Background: an optimization exercise with open tools, aiming at small area and a short achievable clock period. Do not read the settings as production practice.
In this exercise RTL edits were held to simulation tests only and were not proved equivalent to the original.

File: design/flow/design.v
package dsc_pkg;
    localparam int TOLERANCE    = 5;
    localparam int Q_BITS       = 19;
    localparam int CFG_IDX_BITS = 1;
    localparam logic [CFG_IDX_BITS-1:0] CFG_DEPTH_LOW  = CFG_IDX_BITS'(0);
    localparam logic [CFG_IDX_BITS-1:0] CFG_DEPTH_HIGH = CFG_IDX_BITS'(1);
    localparam logic [2:0] SEG_VIOLET = 3'd0;
    localparam logic [2:0] SEG_BLUE   = 3'd1;
    localparam logic [2:0] SEG_CYAN   = 3'd2;
    localparam logic [2:0] SEG_GREEN  = 3'd3;
    localparam logic [2:0] SEG_YELLOW = 3'd4;
    localparam logic [2:0] SEG_RED    = 3'd5;
    function automatic logic [7:0] level257(input logic [16:0] v);
        if (v == 17'd0) level257 = 8'd0;
        else            level257 = 8'(v[16:8] - {8'd0, {1'b0, v[7:0]} <= v[16:8]});
    endfunction
endpackage
import dsc_pkg::*;
module dsc_div #(
    parameter logic [18:0] CUT  = 19'h7FFFF,
    parameter int          SIDE = 2
) (
    input  logic              i_clk,
    input  logic              i_rst_n,
    input  logic              i_v,
    input  logic [15:0]       i_n25,
    input  logic [10:0]       i_den,
    input  logic [SIDE-1:0]   i_side,
    output logic              o_v,
    output logic [18:0]       o_q,
    output logic [SIDE-1:0]   o_side
);
    logic [10:0]     w_r    [20];
    logic [4:0]      w_n    [20];
    logic [18:0]     w_q    [20];
    logic [10:0]     w_den  [20];
    logic [SIDE-1:0] w_side [20];
    logic            w_v    [20];
    assign w_r[0]    = i_n25[15:5];
    assign w_n[0]    = i_n25[4:0];
    assign w_q[0]    = '0;
    assign w_den[0]  = i_den;
    assign w_side[0] = i_side;
    assign w_v[0]    = i_v;
    for (genvar s = 0; s < 19; s++) begin : g_row
        localparam int B = 18 - s;
        logic [11:0] n_t;
        logic [12:0] n_sub;
        logic        n_ge;
        logic [10:0] n_r;
        logic [18:0] n_q;
        assign n_t  = {w_r[s], (B >= 14) ? w_n[s][4] : 1'b0};
        assign n_sub = {1'b0, n_t} - {2'b0, w_den[s]};
        assign n_ge  = !n_sub[12];
        assign n_r   = n_ge ? n_sub[10:0] : n_t[10:0];
        assign n_q  = w_q[s] | (19'(n_ge) << B);
        if (CUT[s]) begin : g_reg
            logic [10:0]     r_r;
            logic [4:0]      r_n;
            logic [18:0]     r_q;
            logic [10:0]     r_den;
            logic [SIDE-1:0] r_side;
            logic            r_v;
            always_ff @(posedge i_clk) begin
                if (!i_rst_n) r_v <= 1'b0;
                else          r_v <= w_v[s];
            end
            always_ff @(posedge i_clk) begin
                r_r    <= n_r;
                r_n    <= {w_n[s][3:0], 1'b0};
                r_q    <= n_q;
                r_den  <= w_den[s];
                r_side <= w_side[s];
            end
            assign w_r[s+1]    = r_r;
            assign w_n[s+1]    = r_n;
            assign w_q[s+1]    = r_q;
            assign w_den[s+1]  = r_den;
            assign w_side[s+1] = r_side;
            assign w_v[s+1]    = r_v;
        end else begin : g_comb
            assign w_r[s+1]    = n_r;
            assign w_n[s+1]    = {w_n[s][3:0], 1'b0};
            assign w_q[s+1]    = n_q;
            assign w_den[s+1]  = w_den[s];
            assign w_side[s+1] = w_side[s];
            assign w_v[s+1]    = w_v[s];
        end
    end
    assign o_v    = w_v[19];
    assign o_q    = w_q[19];
    assign o_side = w_side[19];
endmodule
import dsc_pkg::*;
module dsc_cdiv #(
    parameter logic [16:0] CUT  = 17'h1FFFF,
    parameter int          SIDE = 1
) (
    input  logic              i_clk,
    input  logic              i_rst_n,
    input  logic              i_v,
    input  logic [16:0]       i_x,
    input  logic [2:0]        i_seg,
    input  logic [18:0]       i_y,
    input  logic [SIDE-1:0]   i_side,
    output logic              o_v,
    output logic [16:0]       o_c,
    output logic [15:0]       o_g,
    output logic [2:0]        o_seg,
    output logic [SIDE-1:0]   o_side
);
    function automatic logic [6:0] span(input logic [2:0] seg);
        case (seg)
            SEG_VIOLET: span = 7'd90;
            SEG_BLUE:   span = 7'd50;
            SEG_CYAN:   span = 7'd20;
            SEG_GREEN:  span = 7'd70;
            default:    span = 7'd65;
        endcase
    endfunction
    logic [6:0]      w_rr   [18];
    logic [10:0]     w_xn   [18];
    logic [16:0]     w_c    [18];
    logic [2:0]      w_fr   [18];
    logic [15:0]     w_tn   [18];
    logic [15:0]     w_u    [18];
    logic [2:0]      w_seg  [18];
    logic [SIDE-1:0] w_side [18];
    logic            w_v    [18];
    assign w_rr[0]   = {1'b0, i_x[16:11]};
    assign w_xn[0]   = i_x[10:0];
    assign w_c[0]    = '0;
    assign w_fr[0]   = i_y[18:16];
    assign w_tn[0]   = i_y[15:0];
    assign w_u[0]    = '0;
    assign w_seg[0]  = i_seg;
    assign w_side[0] = i_side;
    assign w_v[0]    = i_v;
    for (genvar k = 0; k < 17; k++) begin : g_row
        localparam int B = 16 - k;
        logic [7:0]  n_rt;
        logic [8:0]  n_rsub;
        logic [4:0]  n_fsub;
        logic [6:0]  n_s;
        logic        n_rge;
        logic [6:0]  n_rr;
        logic [16:0] n_c;
        logic [10:0] n_xn;
        logic [3:0]  n_ft;
        logic        n_fge;
        logic [2:0]  n_fr;
        logic [15:0] n_u;
        logic [15:0] n_tn;
        assign n_s   = span(w_seg[k]);
        assign n_rt  = {w_rr[k], w_xn[k][10]};
        assign n_rsub = {1'b0, n_rt} - {2'b0, n_s};
        assign n_rge  = !n_rsub[8];
        assign n_rr   = n_rge ? n_rsub[6:0] : n_rt[6:0];
        assign n_c   = w_c[k] | (17'(n_rge) << B);
        assign n_xn  = {w_xn[k][9:0], 1'b0};
        if (k == 0) begin : g_nofade
            assign n_fr = w_fr[k];
            assign n_u  = w_u[k];
            assign n_tn = w_tn[k];
        end else begin : g_fade
            assign n_ft   = {w_fr[k], w_tn[k][15]};
            assign n_fsub = {1'b0, n_ft} - 5'd7;
            assign n_fge  = !n_fsub[4];
            assign n_fr   = n_fge ? n_fsub[2:0] : n_ft[2:0];
            assign n_u    = w_u[k] | (16'(n_fge) << B);
            assign n_tn   = {w_tn[k][14:0], 1'b0};
        end
        if (CUT[k]) begin : g_reg
            logic [6:0]      r_rr;
            logic [10:0]     r_xn;
            logic [16:0]     r_c;
            logic [2:0]      r_fr;
            logic [15:0]     r_tn;
            logic [15:0]     r_u;
            logic [2:0]      r_seg;
            logic [SIDE-1:0] r_side;
            logic            r_v;
            always_ff @(posedge i_clk) begin
                if (!i_rst_n) r_v <= 1'b0;
                else          r_v <= w_v[k];
            end
            always_ff @(posedge i_clk) begin
                r_rr   <= n_rr;
                r_xn   <= n_xn;
                r_c    <= n_c;
                r_fr   <= n_fr;
                r_tn   <= n_tn;
                r_u    <= n_u;
                r_seg  <= w_seg[k];
                r_side <= w_side[k];
            end
            assign w_rr[k+1]   = r_rr;
            assign w_xn[k+1]   = r_xn;
            assign w_c[k+1]    = r_c;
            assign w_fr[k+1]   = r_fr;
            assign w_tn[k+1]   = r_tn;
            assign w_u[k+1]    = r_u;
            assign w_seg[k+1]  = r_seg;
            assign w_side[k+1] = r_side;
            assign w_v[k+1]    = r_v;
        end else begin : g_comb
            assign w_rr[k+1]   = n_rr;
            assign w_xn[k+1]   = n_xn;
            assign w_c[k+1]    = n_c;
            assign w_fr[k+1]   = n_fr;
            assign w_tn[k+1]   = n_tn;
            assign w_u[k+1]    = n_u;
            assign w_seg[k+1]  = w_seg[k];
            assign w_side[k+1] = w_side[k];
            assign w_v[k+1]    = w_v[k];
        end
    end
    assign o_v    = w_v[17];
    assign o_c    = w_c[17];
    assign o_g    = w_u[17];
    assign o_seg  = w_seg[17];
    assign o_side = w_side[17];
endmodule
import dsc_pkg::*;
module depth_to_spectrum_color #(
    parameter int DEPTH_BITS = 11
) (
    input  logic                               i_clk,
    input  logic                               i_rst_n,
    input  logic                               start,
    output logic                               busy,
    input  logic                               i_cfg_we,
    input  logic [dsc_pkg::CFG_IDX_BITS-1:0]   i_cfg_idx,
    input  logic [DEPTH_BITS-1:0]              i_cfg_data,
    input  logic [DEPTH_BITS-1:0]              i_depth_sample,
    input  logic                               i_frame_end_in,
    output logic                               o_valid,
    output logic [7:0]                         o_blue_level,
    output logic [7:0]                         o_green_level,
    output logic [7:0]                         o_red_level,
    output logic                               o_frame_end_out
);
    localparam logic [18:0] DIV_CUT  = 19'b101_0101_0101_0101_0101;
    localparam logic [16:0] CDIV_CUT = 17'b1_1010_1010_1010_1010;
    assign busy = 1'b0;
    logic [10:0] r_lo;
    logic [10:0] r_hi;
    always_ff @(posedge i_clk) begin
        if (!i_rst_n) begin
            r_lo <= 11'd909;
            r_hi <= 11'd930;
        end else if (i_cfg_we) begin
            if (i_cfg_idx == CFG_DEPTH_HIGH) r_hi <= i_cfg_data;
            else                             r_lo <= i_cfg_data;
        end
    end
    logic [11:0] n_d5;
    logic        n_ib;
    logic        r1_v;
    logic [1:0]  r1_side;
    logic [10:0] r1_diff;
    logic [10:0] r1_den;
    assign n_d5 = {1'b0, i_depth_sample} + 12'(TOLERANCE);
    assign n_ib = (r_hi > r_lo) && (n_d5 >= {1'b0, r_lo}) && (n_d5 <= {1'b0, r_hi});
    always_ff @(posedge i_clk) begin
        if (!i_rst_n) r1_v <= 1'b0;
        else          r1_v <= start;
    end
    always_ff @(posedge i_clk) begin
        r1_side <= {i_frame_end_in, n_ib};
        r1_diff <= 11'(n_d5 - {1'b0, r_lo});
        r1_den  <= r_hi - r_lo;
    end
    logic [15:0] n_n25;
    logic        div_v;
    logic [18:0] div_q;
    logic [1:0]  div_side;
    assign n_n25 = ({5'b0, r1_diff} << 4) + ({5'b0, r1_diff} << 3) + {5'b0, r1_diff};
    dsc_div #(
        .CUT  (DIV_CUT),
        .SIDE (2)
    ) u_div (
        .i_clk   (i_clk),
        .i_rst_n (i_rst_n),
        .i_v     (r1_v),
        .i_n25   (n_n25),
        .i_den   (r1_den),
        .i_side  (r1_side),
        .o_v     (div_v),
        .o_q     (div_q),
        .o_side  (div_side)
    );
    logic [8:0]  n_qk;
    logic [2:0]  n_seg;
    logic [18:0] n_x;
    logic        n_fade;
    logic [18:0] n_t;
    logic        r2_v;
    logic [16:0] r2_x;
    logic [2:0]  r2_seg;
    logic [16:0] r2_t;
    logic [2:0]  r2_side;
    assign n_qk = div_q[18:10];
    always_comb begin
        if (n_qk < 9'd90) begin
            n_seg = SEG_VIOLET;
            n_x   = 19'(90 * 1024) - div_q;
        end else if (n_qk < 9'd140) begin
            n_seg = SEG_BLUE;
            n_x   = div_q - 19'(90 * 1024);
        end else if (n_qk < 9'd160) begin
            n_seg = SEG_CYAN;
            n_x   = 19'(160 * 1024) - div_q;
        end else if (n_qk < 9'd230) begin
            n_seg = SEG_GREEN;
            n_x   = div_q - 19'(160 * 1024);
        end else if (n_qk < 9'd295) begin
            n_seg = SEG_YELLOW;
            n_x   = 19'(295 * 1024) - div_q;
        end else begin
            n_seg = SEG_RED;
            n_x   = '0;
        end
    end
    assign n_fade = (n_qk < 9'd70) || (div_q > 19'(330 * 1024));
    assign n_t    = (n_qk < 9'd70) ? div_q : (19'(400 * 1024) - div_q);
    always_ff @(posedge i_clk) begin
        if (!i_rst_n) r2_v <= 1'b0;
        else          r2_v <= div_v;
    end
    always_ff @(posedge i_clk) begin
        r2_x    <= n_x[16:0];
        r2_seg  <= n_seg;
        r2_t    <= n_fade ? n_t[16:0] : 17'd0;
        r2_side <= {n_fade, div_side};
    end
    logic [29:0] n_y30;
    logic        cd_v;
    logic [16:0] cd_c;
    logic [15:0] cd_g;
    logic [2:0]  cd_seg;
    logic [2:0]  cd_side;
    assign n_y30 = ({13'd0, r2_t} << 13) + ({13'd0, r2_t} << 10) - ({13'd0, r2_t} << 5)
                 - ({13'd0, r2_t} << 3) - {13'd0, r2_t};
    dsc_cdiv #(
        .CUT  (CDIV_CUT),
        .SIDE (3)
    ) u_cdiv (
        .i_clk   (i_clk),
        .i_rst_n (i_rst_n),
        .i_v     (r2_v),
        .i_x     (r2_x),
        .i_seg   (r2_seg),
        .i_y     (n_y30[29:11]),
        .i_side  (r2_side),
        .o_v     (cd_v),
        .o_c     (cd_c),
        .o_g     (cd_g),
        .o_seg   (cd_seg),
        .o_side  (cd_side)
    );
    logic        r3_v;
    logic [16:0] r3_c;
    logic [15:0] r3_f;
    logic [2:0]  r3_seg;
    logic [2:0]  r3_side;
    always_ff @(posedge i_clk) begin
        if (!i_rst_n) r3_v <= 1'b0;
        else          r3_v <= cd_v;
    end
    always_ff @(posedge i_clk) begin
        r3_c    <= (cd_seg == SEG_RED) ? 17'h10000 : cd_c;
        r3_f    <= 16'd19661 + cd_g;
        r3_seg  <= cd_seg;
        r3_side <= cd_side;
    end
    logic        r4a_v;
    logic [16:0] r4a_c;
    logic [20:0] r4a_p0;
    logic [20:0] r4a_p1;
    logic [20:0] r4a_p2;
    logic [20:0] r4a_p3;
    logic [7:0]  r4a_lf;
    logic [2:0]  r4a_seg;
    logic [2:0]  r4a_side;
    always_ff @(posedge i_clk) begin
        if (!i_rst_n) r4a_v <= 1'b0;
        else          r4a_v <= r3_v;
    end
    always_ff @(posedge i_clk) begin
        r4a_c    <= r3_c;
        r4a_p0   <= 21'(r3_c) * 21'(r3_f[3:0]);
        r4a_p1   <= 21'(r3_c) * 21'(r3_f[7:4]);
        r4a_p2   <= 21'(r3_c) * 21'(r3_f[11:8]);
        r4a_p3   <= 21'(r3_c) * 21'(r3_f[15:12]);
        r4a_lf   <= r3_side[2] ? dsc_pkg::level257({1'b0, r3_f}) : 8'd255;
        r4a_seg  <= r3_seg;
        r4a_side <= r3_side;
    end
    logic [32:0] n_prod;
    logic        r4_v;
    logic [16:0] r4_p;
    logic [7:0]  r4_lf;
    logic [2:0]  r4_seg;
    logic [2:0]  r4_side;
    assign n_prod = {12'd0, r4a_p0} + {8'd0, r4a_p1, 4'd0} + {4'd0, r4a_p2, 8'd0} + {r4a_p3, 12'd0};
    always_ff @(posedge i_clk) begin
        if (!i_rst_n) r4_v <= 1'b0;
        else          r4_v <= r4a_v;
    end
    always_ff @(posedge i_clk) begin
        r4_p    <= r4a_side[2] ? n_prod[32:16] : r4a_c;
        r4_lf   <= r4a_lf;
        r4_seg  <= r4a_seg;
        r4_side <= r4a_side;
    end
    logic [7:0] n_lp;
    logic [7:0] n_r;
    logic [7:0] n_g;
    logic [7:0] n_b;
    assign n_lp = dsc_pkg::level257(r4_p);
    always_comb begin
        n_r = '0;
        n_g = '0;
        n_b = '0;
        case (r4_seg)
            SEG_VIOLET: begin n_r = n_lp;   n_b = r4_lf;  end
            SEG_BLUE:   begin n_g = n_lp;   n_b = 8'd255; end
            SEG_CYAN:   begin n_g = 8'd255; n_b = n_lp;   end
            SEG_GREEN:  begin n_r = n_lp;   n_g = 8'd255; end
            SEG_YELLOW: begin n_r = 8'd255; n_g = n_lp;   end
            default:    begin n_r = n_lp;   end
        endcase
        if (!r4_side[0]) begin
            n_r = '0;
            n_g = '0;
            n_b = '0;
        end
    end
    always_ff @(posedge i_clk) begin
        if (!i_rst_n) o_valid <= 1'b0;
        else          o_valid <= r4_v;
    end
    always_ff @(posedge i_clk) begin
        o_red_level     <= n_r;
        o_green_level   <= n_g;
        o_blue_level    <= n_b;
        o_frame_end_out <= r4_side[1];
    end
endmodule
File: design/flow/run.sh
#!/bin/bash
# synth_recipe.tcl (not shown) runs the flow's synth.tcl, then flattens the netlist and writes it again
# the make line also repeats each setting of config.mk as NAME=value (left out here)
make -C /OpenROAD-flow-scripts/flow DESIGN_CONFIG=/design/flow/config.mk WORK_HOME=/design/flow/orfs CLKGATE_MAP_FILE= SYNTH_SCRIPT=/design/flow/synth_recipe.tcl finish
File: design/flow/config.mk
export PLATFORM = sky130hd
export DESIGN_NAME = depth_to_spectrum_color
export DESIGN_NICKNAME = depth_to_spectrum_color
export VERILOG_FILES = /design/flow/design.v
export SDC_FILE = /design/flow/constraint.sdc
export NUM_CORES = 4
export LEC_CHECK = 0
export CAP_MARGIN = 20
export CORE_MARGIN = 2
export CORE_UTILIZATION = 40
export SETUP_SLACK_MARGIN = 3.5
export SLEW_MARGIN = 20
File: design/flow/constraint.sdc
create_clock -name core_clock -period 8.0 [get_ports {i_clk}]
set_input_delay 1.6000 -clock core_clock [delete_from_list [all_inputs] [get_ports {i_clk}]]
set_output_delay 1.6000 -clock core_clock [all_outputs]
set_load 0.01 [all_outputs]
==> metrics.md <==
| Metric | Value |
|---|---|
| Clock latency on the worst-skew pair | `720 ps` |
| Dpl ws | `2520 ps` |
| Filler Cell Count | `12600` |
| Placed wire-length estimate after detailed placement | `81100 microns` |
| Slew at the pin closest to its max-slew limit | `992 ps` |
| Vias/cell | `4.98` |
| Final period utilization | `0.610` |
| Instance count of the mapped netlist | `5653` |
| Num ports | `55` |
| Outcome | `timing/DRC/antenna clean` |
| Full die area | `139000 sq um` |
| Setup-failing EPs final | `0` |
| Average cell area after synthesis | `9.61 sq um` |
| Minimum setup slack in the final design | `3120 ps` |
| Max Clock Skew | `30.3 ps` |
| Sequential element share of the synthesized area | `0.380` |
| Maxcap violations | `0` |
| Top area cells in the synthesized netlist | `sky130_fd_sc_hd__dfxtp_1, sky130_fd_sc_hd__ha_1, sky130_fd_sc_hd__fa_1, sky130_fd_sc_hd__inv_1, sky130_fd_sc_hd__nand2_1` |
| TritonCTS clock tree | `yes` |
| Number of nets in the layout | `6757` |
| Number of enable flip-flop cells after synthesis | `0` |
| Worst Path Required | `8620 ps` |
| Horizontal extent of the die | `372 microns` |
| Library cell with the largest summed area after synthesis | `sky130_fd_sc_hd__dfxtp_1` |
| Synthesized cell area | `54300 sq um` |
| Num rows | `135` |
| Starting density of the core | `0.402` |
| Number of cells in the design after placement | `7389` |
| Vias in the first global route | `38800` |
| Largest driver fanout on the critical path | `5` |
| Post-route DRC | `0` |
| Element type at the critical path start | `flop` |
| Num CTS Buffers | `105` |
| First-pass detailed-route iteration total | `6` |
| Fraction of registers with async set/reset | `0` |
| Cell Count, Final, Fillers Out | `7789` |
| Post-route ant nets | `0` |
| Input/output buffers | `53` |
| Setup repair after global routing missed its margin | `true` |
| Syn_nets | `6492` |
| Final wirelength | `112000 microns` |
| Detailed-route wire length per cell | `14.4 microns` |
| Netlist cell types | `102` |
| Fmax | `205 MHz` |
| First-pass GRT wire length | `184000 microns` |
| GRT Residual Overflow | `0` |
| Number of buffers on the longest clock path | `3` |
| Final-report hold violation count | `0` |
| Share of the synthesized area in the top cell type | `0.380` |
| Setup TNS | `0 ps` |
| Area delta synth->final | `17.8%` |
| Count of hold buffers inserted by post-cts repair | `0` |
| H-tree Lvls | `3` |
| Detailed router's first-iteration violation count | `1775` |
| Register bit count reported by yosys | `1032` |
| Class of the most critical setup path | `reg -> reg` |
| Clock transition at the register clock pins on the worst setup and hold paths after CTS | `60 ps` |
| Headroom to the max-slew limit | `0.333` |
| Die Height | `372 microns` |
| Via Count | `38800` |
| Data arrival time of the worst path | `5500 ps` |
| Maximum number of pins on one net before global-route repair | `48` |
| Final critical path time including I/O delays and setup | `4880 ps` |
| Area inside the core boundary | `135000 sq um` |
| Slew Limit Fails | `0` |
| Number of warnings issued by yosys | `18` |
| Share of final-layout standard cells stronger than drive strength 1 | `0.158` |
| Buffer type at the clock tree root | `sky130_fd_sc_hd__clkbuf_16` |
| Total GRT Usage | `0.158` |
| Worst hold-check path type | `reg -> reg` |
| Final standard cell utilization of the core | `0.474` |
| Diodes inserted | `0` |
| Most used flip-flop cell after synthesis | `sky130_fd_sc_hd__dfxtp_1` |
| RD Place Congestion | `0.851` |
| Initial antenna violation count | `2` |
| Clk sink count | `1032` |
| Endpoint class of the critical path | `flop` |
[worst max-delay path: stages, from the launching register on]
cell	delay, ps
sky130_fd_sc_hd__dfxtp_2	320
sky130_fd_sc_hd__inv_2	70
sky130_fd_sc_hd__ha_4	130
sky130_fd_sc_hd__inv_2	40
sky130_fd_sc_hd__fa_2	330
sky130_fd_sc_hd__a21o_1	180
sky130_fd_sc_hd__a21oi_2	150
sky130_fd_sc_hd__o21ai_1	90
sky130_fd_sc_hd__a21oi_2	180
sky130_fd_sc_hd__o21ai_2	80
sky130_fd_sc_hd__and3_4	160
sky130_fd_sc_hd__nor4_4	260
sky130_fd_sc_hd__buf_4	180
sky130_fd_sc_hd__mux2_4	320
sky130_fd_sc_hd__ha_4	220
sky130_fd_sc_hd__nor2b_4	130
sky130_fd_sc_hd__o21ai_4	190
sky130_fd_sc_hd__a21boi_2	110
sky130_fd_sc_hd__o21ai_2	190
sky130_fd_sc_hd__a21oi_2	90
sky130_fd_sc_hd__o211ai_1	320
sky130_fd_sc_hd__a21boi_2	120
sky130_fd_sc_hd__a311oi_2	320
sky130_fd_sc_hd__buf_6	190
sky130_fd_sc_hd__buf_6	100
sky130_fd_sc_hd__buf_6	110
sky130_fd_sc_hd__mux2i_2	210
[placed cells by master (no fill, tap or decap), drive strengths merged, types with 14 or more instances in the layout]
cell / synthesis / final
a21o: 148 / 148
fa: 214 / 214
nand4: 25 / 25
xor2: 114 / 114
buf: 29 / 225
and2: 190 / 190
nand2b: 46 / 46
nand2: 498 / 498
or2: 14 / 14
clkbuf: 98 / 133
mux2i: 22 / 22
o21bai: 43 / 43
or3: 40 / 40
mux2: 130 / 130
nor3: 83 / 83
a21boi: 75 / 76
a31oi: 42 / 42
o21ai: 283 / 284
o21a: 60 / 60
o211ai: 22 / 22
ha: 597 / 597
inv: 570 / 570
nor2b: 110 / 110
clkinvlp: 0 / 17
a21oi: 315 / 315
bufinv: 0 / 15
and3: 29 / 29
dfxtp: 1032 / 1032
o31ai: 54 / 54
nor4: 21 / 21
clkinv: 1 / 35
clkdlybuf4s50: 0 / 53
nor2: 312 / 312
a211oi: 22 / 22
xnor2: 205 / 205
nand3: 52 / 52
[final cells by class]
class | count | area (sq um) | share of cell area
Inverter | 571 | 2180 | 0.0340
Tap cell | 1781 | 2230 | 0.0348
Sequential cell | 1032 | 20700 | 0.324
Multi-Input combinational cell | 3925 | 32600 | 0.510
Timing Repair Buffer | 283 | 2470 | 0.0387
Clock buffer | 131 | 2870 | 0.0448
Clock inverter | 66 | 875 | 0.0137
[routing by layer]
layer | wire length, microns | up-vias | GRT usage
met5 | 0 | - | 0
met4 | 2980 | 0 | 0.0487
met3 | 3640 | 204 | 0.0247
met2 | 56200 | 529 | 0.286
met1 | 49300 | 18400 | 0.192
li1 | - | 19700 | -
[kinds of logic (layout without fill, tap and decap cells)]
kind of cell             Yosys count  count (layout)  share of synthesized area
AO/OA/AOI/OAI                   1186            1188                      0.142
XOR/XNOR                         319             319                     0.0514
adder cells (fa/ha/maj)          811             811                      0.216
buffers and inverters            698            1051                     0.0495
flip-flops                      1032            1032                      0.380
multiplexers                     152             152                     0.0311
other                              1               1                  0.0000691
AND/OR/NAND/NOR                 1454            1454                      0.129
[state kept, by name, summed over array words and instances, names as in the netlist, 25 cells and up]
name	count
u_cdiv.g_row.g_reg.r_side	27
u_cdiv.g_row.g_reg.r_u	80
u_cdiv.g_row.g_reg.r_xn	25
u_cdiv.g_row.g_reg.r_rr	56
u_div.g_row.g_reg.r_q	100
u_cdiv.g_row.g_reg.r_seg	27
u_cdiv.g_row.g_reg.r_c	89
u_div.g_row.g_reg.r_r	99
u_cdiv.g_row.g_reg.r_tn	64
u_div.g_row.g_reg.r_den	99
[per-stage QoR]
step                      hold slack (ps)  instance area [sq um]
final                                 317                  64000
after global routing                  319                  64000
after CTS                             317                  61900
after detailed placement              312                  56800
after global placement                310                  56800
after floorplan                       310                  54400
[cell usage after synthesis (all sizes together) (54+ instances only)]
library cell	instances
a21boi	75
a21o	148
a21oi	315
and2	190
clkbuf	98
dfxtp	1032
fa	214
ha	597
inv	570
mux2	130
nand2	498
nor2	312
nor2b	110
nor3	83
o21a	60
o21ai	283
o31ai	54
xnor2	205
xor2	114
[path summary, 6_finish.rpt]
| kind | start | endpoint | slack [ps] | cells past startpoint |
|---|---|---|---|---|
| worst max-delay path | u_div.g_row[2].g_reg.r_n[4] | u_div.g_row[4].g_reg.r_r[1] | 3120 | 26 |
| worst max register to register | u_div.g_row[2].g_reg.r_n[4] | u_div.g_row[4].g_reg.r_r[1] | 3120 | 26 |
| worst min register to register | u_cdiv.g_row[5].g_reg.r_tn[11] | u_cdiv.g_row[7].g_reg.r_tn[13] | 320 | 0 |
| worst min-delay path | u_cdiv.g_row[5].g_reg.r_tn[11] | u_cdiv.g_row[7].g_reg.r_tn[13] | 320 | 0 |
[timing repair]
item	CTS	global route
setup endpoints to repair	141	179
cloned	4	7
gates resized for setup	183	309
pin swaps	73	123
setup buffers	99	92
hold endpoints to repair	0	0

[port drivers added, routing unchanged]
No port has a modelled driver above. Below, the same layout with a new extraction and two added sets of constraints. Step 1, drivers: a clkbuf_16 drives i_clk and a buf_2 each remaining input, both assumed. Step 2 adds t to the input delays and takes it off the output delays; t is the mean of the earliest and latest rising clock arrival at the registers after step 1. Input paths then give back, and output paths get back, about the clock's delay inside the block. a / b / c = ideal / step 1 / step 2; a / b = the first two.
t (ns): 0.776
slack for setup (ns): 3.119 / 3.119 / 3.119
worst setup path after step 2: register to register
worst register clock-pin slew, ns: 0.07 / 0.07
pins driven straight from the clock port: 1
After both steps setup and hold are still met in this run. The setup slack of this run moves by 0.000 ns with the drivers and by 0.000 ns with both steps.
